This is an optimization exercise on Yosys and OpenROAD, whose aim is small area, a short achievable clock period and few clock cycles per item, not a production implementation.
Only the layout flow was run in this run; the RTL was not checked for function there.

### flow/design.v
`timescale 1ns / 1ps
package vmdiv_pkg;
  localparam int unsigned DataW = 32;
  localparam int unsigned BitsPerStage = 4;
  localparam int unsigned DivStages = DataW / BitsPerStage;
  typedef enum logic [2:0] {
    OP_DIV  = 3'd0,
    OP_MOD  = 3'd1,
    OP_SHL  = 3'd2,
    OP_SHRL = 3'd3,
    OP_SHRA = 3'd4,
    OP_SEXS = 3'd5,
    OP_SEXB = 3'd6,
    OP_NONE = 3'd7
  } op_t;
  typedef struct packed {
    logic [2:0]  mode;
    logic [31:0] operand_a;
    logic [31:0] operand_b;
  } req_t;
  typedef struct packed {
    logic [31:0] result;
    logic        divide_error;
  } rsp_t;
  typedef struct packed {
    logic        is_div;
    logic        is_mod;
    logic        neg_q;
    logic        neg_r;
    logic        dz;
    logic [31:0] quo;
    logic [31:0] rem;
    logic [31:0] dvs;
    logic [31:0] other;
  } dstate_t;
endpackage
`timescale 1ns / 1ps
module vmdiv_front (
  input  vmdiv_pkg::req_t    req,
  output vmdiv_pkg::dstate_t st
);
  logic [31:0] a, b, ma, mb, short_res;
  logic        bad;
  vmdiv_pkg::op_t         op;
  always_comb begin
    a  = req.operand_a;
    b  = req.operand_b;
    op = vmdiv_pkg::op_t'(req.mode);
    ma = a[31] ? 32'(-a) : a;
    mb = b[31] ? 32'(-b) : b;
    bad = b[31] || (b[30:5] != '0);
    unique case (op)
      vmdiv_pkg::OP_SHL:  short_res = bad ? '0 : (a << b[4:0]);
      vmdiv_pkg::OP_SHRL: short_res = bad ? '0 : (a >> b[4:0]);
      vmdiv_pkg::OP_SHRA: short_res = bad ? {32{a[31]}} : 32'($signed(a) >>> b[4:0]);
      vmdiv_pkg::OP_SEXS: short_res = {{16{a[15]}}, a[15:0]};
      vmdiv_pkg::OP_SEXB: short_res = {{24{a[7]}}, a[7:0]};
      default: short_res = '0;
    endcase
    st.is_div = (op == vmdiv_pkg::OP_DIV) || (op == vmdiv_pkg::OP_MOD);
    st.is_mod = (op == vmdiv_pkg::OP_MOD);
    st.neg_q  = (op == vmdiv_pkg::OP_DIV) && (a[31] ^ b[31]);
    st.neg_r  = (op == vmdiv_pkg::OP_MOD) && a[31];
    st.dz     = st.is_div && (b == '0);
    st.quo    = ma;
    st.rem    = '0;
    st.dvs    = mb;
    st.other  = short_res;
  end
endmodule
`timescale 1ns / 1ps
module vmdiv_div_step (
  input  vmdiv_pkg::dstate_t din,
  output vmdiv_pkg::dstate_t dout
);
  logic [32:0] r;
  logic [31:0] q;
  always_comb begin
    dout = din;
    r = {1'b0, din.rem};
    q = din.quo;
    for (int i = 0; i < vmdiv_pkg::BitsPerStage; i++) begin
      r = {r[31:0], q[31]};
      q = {q[30:0], 1'b0};
      if (r >= {1'b0, din.dvs}) begin
        r = r - {1'b0, din.dvs};
        q[0] = 1'b1;
      end
    end
    dout.rem = r[31:0];
    dout.quo = q;
  end
endmodule
`timescale 1ns / 1ps
module vm_signed_divide_shift_alu (
  input  logic        clk,
  input  logic        rst,
  input  logic        in_valid,
  output logic        in_ready,
  input  logic [2:0]  in_mode,
  input  logic [31:0] in_operand_a,
  input  logic [31:0] in_operand_b,
  output logic        out_valid,
  input  logic        out_ready,
  output logic [31:0] out_result,
  output logic        out_divide_error
);
  localparam int unsigned Depth = vmdiv_pkg::DivStages + 1;
  localparam int unsigned StW = 5 + 4 * 32;
  logic [Depth-1:0][StW-1:0] stage;
  logic [Depth-1:0]          vld;
  logic [Depth-1:0][StW-1:0] nxt;
  vmdiv_pkg::dstate_t        last;
  vmdiv_pkg::rsp_t       out_data;
  vmdiv_pkg::req_t       in_data;
  logic       out_vld;
  logic       adv;
  logic [31:0] fin;
  assign in_data.mode      = in_mode;
  assign in_data.operand_a = in_operand_a;
  assign in_data.operand_b = in_operand_b;
  assign adv = !out_vld || out_ready;
  assign in_ready = adv;
  vmdiv_front u_front (.req(in_data), .st(nxt[0]));
  for (genvar g = 1; g < Depth; g++) begin : g_div
    vmdiv_div_step u_step (.din(stage[g-1]), .dout(nxt[g]));
  end
  always_ff @(posedge clk) begin
    if (rst) begin
      out_vld <= 1'b0;
      for (int i = 0; i < Depth; i++) vld[i] <= 1'b0;
    end else if (adv) begin
      vld[0] <= in_valid;
      for (int i = 1; i < Depth; i++) vld[i] <= vld[i-1];
      out_vld <= vld[Depth-1];
    end
  end
  always_ff @(posedge clk) begin
    if (adv) begin
      for (int i = 0; i < Depth; i++) stage[i] <= nxt[i];
      out_data.result       <= fin;
      out_data.divide_error <= last.dz;
    end
  end
  assign last = stage[Depth-1];
  always_comb begin
    if (!last.is_div || last.dz) begin
      fin = last.other;
    end else if (last.is_mod) begin
      fin = last.neg_r ? 32'(-last.rem) : last.rem;
    end else begin
      fin = last.neg_q ? 32'(-last.quo) : last.quo;
    end
  end
  assign out_valid        = out_vld;
  assign out_result       = out_data.result;
  assign out_divide_error = out_data.divide_error;
endmodule
### flow/config.mk
export PLATFORM = sky130hd
export DESIGN_NAME = vm_signed_divide_shift_alu
export DESIGN_NICKNAME = vm_signed_divide_shift_alu
export VERILOG_FILES = /design/flow/design.v
export SDC_FILE = /design/flow/constraint.sdc
export NUM_CORES = 4
export LEC_CHECK = 0
export CAP_MARGIN = 20
export CORE_MARGIN = 2
export CORE_UTILIZATION = 40
export SLEW_MARGIN = 20
### flow/constraint.sdc
create_clock -name core_clock -period 13.5 [get_ports {clk}]
set_input_delay 2.7000 -clock core_clock [delete_from_list [all_inputs] [get_ports {clk}]]
set_output_delay 2.7000 -clock core_clock [all_outputs]
set_load 0.01 [all_outputs]
### flow/run.sh
#!/bin/bash
# synth_recipe.tcl (not shown) runs the flow's synth.tcl, then flattens the netlist and writes it again
# the make line also repeats each setting of config.mk as NAME=value (left out here)
make -C /OpenROAD-flow-scripts/flow DESIGN_CONFIG=/design/flow/config.mk WORK_HOME=/design/flow/orfs CLKGATE_MAP_FILE= SYNTH_SCRIPT=/design/flow/synth_recipe.tcl finish
==> summary.txt <==
Outcome
  • Outcome: complete, no violations

Synthesis
  • Number of synthesized register bits: roughly 1.2k
  • Ys async rst share: 0%
  • Yosys Warn Count: 3
  • Top-count cell post-synth: edfxtp_1
  • Area of the mapped netlist: 102000 um^2
  • Cell variety after synth: 100
  • Mean post-synth cell area: roughly 9.4 um^2
  • Post-synth EDFFs: 1166
  • Dominant cell type by area after synthesis: edfxtp_1
  • Mapped Cells: between 10k and 15k
  • Syn_nets: 11.9k
  • Top-area cell type share of the netlist area: ~34%
  • Most common library cells after synthesis: edfxtp_1 (1166), ha_1 (998), a21oi_1 (982), nor2_1 (802), nand2_1 (784)
  • Synth top area cells: edfxtp_1 (34%), ha_1 (12%), mux2_2 (6.5%)
  • Register area share after synthesis: 34.5%
  • Top_reg_cell synth: edfxtp_1

Floorplanning
  • Die ar.: between 200000 and 300000 um^2
  • Chip height: slightly above 500 um
  • Ports: 106
  • Initial core utilization: about two fifths
  • Core Footprint: 254000 um^2
  • DIE WIDTH: 509 um
  • Number of placement rows: 185

Setup path
  • CP endpoint kind: flop
  • Crit-path slowest cell: edfxtp_1
  • Critical path's largest stage delay: about 0.64 ns
  • Reg2reg end: stage[1001]$_DFFE_PP_
  • FF-to-FF Start: stage[848]$_DFFE_PP_
  • Most used cell, CP: a21oi_1
  • Startpoint types: flop
  • Crit path DAT: approximately 14 ns
  • CP required: about 14 ns
  • Worst Setup Path Type: reg2reg
  • Crit path max fanout: 32
  • FF-to-FF path depth: 51
  • R2R Setup Slk: roughly 0.55 ns

Timing
  • Final Skew: around 0.07 ns
  • Rel. slew slack: 25.4%
  • Setup Viol. Count Final: 0
  • Fin crit period: ~13 ns
  • Final Hold Viols: 0
  • Setup TNS: 0 ns
  • Final Max Slew Viols: 0
  • Highest clock rate: between 70 and 80 MHz
  • Tcrit/Tclk final: between 90% and 100%
  • Worst-margin pin slew: around 1.1 ns
  • PnR worst setup slack: 0.554 ns
  • Worst-case hold slack: between 0.3 and 0.4 ns

Cells and area
  • Fillers: around 24k
  • Util after Layout: 46.9%
  • Synthesis-to-finish area growth: 16.6%
  • Share of cells above drive strength 1: 16.3%
  • Design area: between 100000 and 150000 um^2
  • Nets: about 13k
  • Final non-filler cell total: approximately 15k

Place
  • Placed cell areas: 113000 um^2
  • Detailed Place HPWL: about 290000 um
  • Final RePlAce weighted congestion: ~0.97
  • Placed cells: between 10k and 15k
  • Port Buffer Count: roughly 110
  • Pre-CTS setup slack: -0.269 ns

CTS
  • CTS sink cnt: ~1.2k
  • CTS root buf: clkbuf_16
  • Worst skew pair latency: 0.83 ns
  • Clk slew on worst S/H paths: about 0.060 ns
  • Htree depth: 4
  • Clk buf depth: 3
  • Total CTS buffers: roughly 140
  • CTS tree: yes

Route
  • DRC Markers: 0
  • Avg WL per Cell: around 24 um
  • DRT Pass-1 Iters: 6
  • Drt initial violations: about 7.6k
  • Post-DRT Antenna Nets: 0
  • Mean number of vias per cell: between 5 and 6
  • Final wirelength: 358000 um
  • Via count: ~88k

Flow run
  • Max-Cap Viols: 0

Worst hold path
  • Hold Path End: stage[1084]$_DFFE_PP_
  • Hold depth: 0
  • Hold Startpoint: stage[951]$_DFFE_PP_
  • HP Class: reg2reg

Global route
  • Largest net degree at the start of global routing: 182
  • Vias in the first global route: around 85k
  • First-pass GRT wire length: 527000 um
  • GRT Residual Overflow: 0
  • Initial antenna violation count: 22
  • All-Layer GR Usage: a little over a quarter
-- cells in the final DEF (no fill, tap or decap), types with 31 or more instances in the layout --
cell             count
a211oi_1            88
a21boi_0            56
a21o_1             456
a21oi_1            967
a31oi_1             90
and2_1              46
and3_1              82
buf_4              866
clkbuf_16          145
clkdlybuf4s50_1    100
edfxtp_1          1166
fa_1                31
ha_1               988
inv_1              593
mux2_2             591
mux2i_1            130
nand2_1            783
nand2b_1           166
nand3_1            175
nand4_1            148
nor2_1             798
nor2b_1            131
nor3_1             170
nor4_1              60
o211ai_1            58
o21a_1             147
o21ai_0            734
o21bai_1           114
o31ai_1             96
o41ai_1             31
or2_2               49
or3_1               69
or4_1               33
xnor2_1            627
xor2_1             273
-- worst max-delay path by stage --
stage                                    start  slack (ns)                    end  depth (start not counted)
after CTS                 stage[965]$_DFFE_PP_        0.03  stage[1145]$_DFFE_PP_                         55
after global placement    stage[432]$_DFFE_PP_       -0.29   stage[627]$_DFFE_PP_                         58
final                     stage[848]$_DFFE_PP_        0.55  stage[1001]$_DFFE_PP_                         51
after detailed placement  stage[432]$_DFFE_PP_       -0.27   stage[627]$_DFFE_PP_                         57
after global routing      stage[185]$_DFFE_PP_       -0.04   stage[360]$_DFFE_PP_                         53
after floorplan           stage[964]$_DFFE_PP_        0.41  stage[1151]$_DFFE_PP_                         58
-- worst max-delay path, delay by kind of cell, from the launching register on --
| family | cells | cell delay [ns] |
|---|---|---|
| flops | 1 | 0.64 |
| buf+inv | 8 | 1.54 |
| compound gates | 29 | 6.85 |
| simple gates | 7 | 1.25 |
| mux | 3 | 0.99 |
| fa+ha+maj | 4 | 1.36 |
-- sequential cells by signal, summed over array words and instances, names as in the netlist --
| name | flops |
|---|---|
| out_data | 33 |
| out_vld | 1 |
| stage | 1133 |
| vld | 9 |
-- layer usage --
layer	track usage [%]	wire length (um)	vias to the layer above
li1	-	-	42300
met1	34.8	157000	42400
met2	45.3	170000	2481
met3	2.74	15800	590
met4	10.0	14800	10
met5	0	68	-
-- cells by family (layout without fill, tap and decap cells) --
logic type | after synthesis | count (layout) | synth area share, %
buf+inv | 903 | 1879 | 3.40
xor+xnor | 900 | 900 | 7.72
flops | 1176 | 1176 | 34.5
fa+ha+maj | 1029 | 1029 | 12.8
compound gates | 3258 | 3260 | 20.2
other cells | 0 | 6 | 0
mux | 746 | 746 | 8.18
simple gates | 2822 | 2822 | 13.2
-- final cells by class --
type	count	area (um^2)	share of cell area [%]
multi-input combinational	8757	64000	53.8
timing repair buffer	1010	8260	6.94
sequential	1176	35200	29.6
tap	3366	4210	3.54
antenna	6	15.0	0.0126
clock inverter	97	1290	1.09
inverter	611	2340	1.96
clock buffer	161	3650	3.06
-- repair_timing --
item                                    4_1_cts  5_1_grt
resized for setup                            18      119
buffers inserted                             11       30
pin swaps                                     3        9
endpoints found under the setup margin       95      261
hold buffers                                  0        0
cloned                                        2        2

afterwards: timing with drivers on the ports:
The results above use ideal ports. As a check the final layout listed here was re-extracted and re-timed, cells and wires unchanged. Step 1 assumes that a clkbuf_16 drives the clock port and a buf_2 every other input. Step 2, shift: input delay + t, output delay - t, t = (earliest + latest rising clock arrival at the registers) / 2. This alone moves slack from input paths to output paths. a / b / c = ideal / step 1 / step 2; a / b = the first two.
t (ns): 0.902
setup WS [ns]: 0.554 / 0.554 / 0.554
pins driven straight from the clock port: 1
After both steps this run still meets setup and hold. For this run, drivers alone change the setup slack by 0.000 ns; drivers and shift together by 0.000 ns.
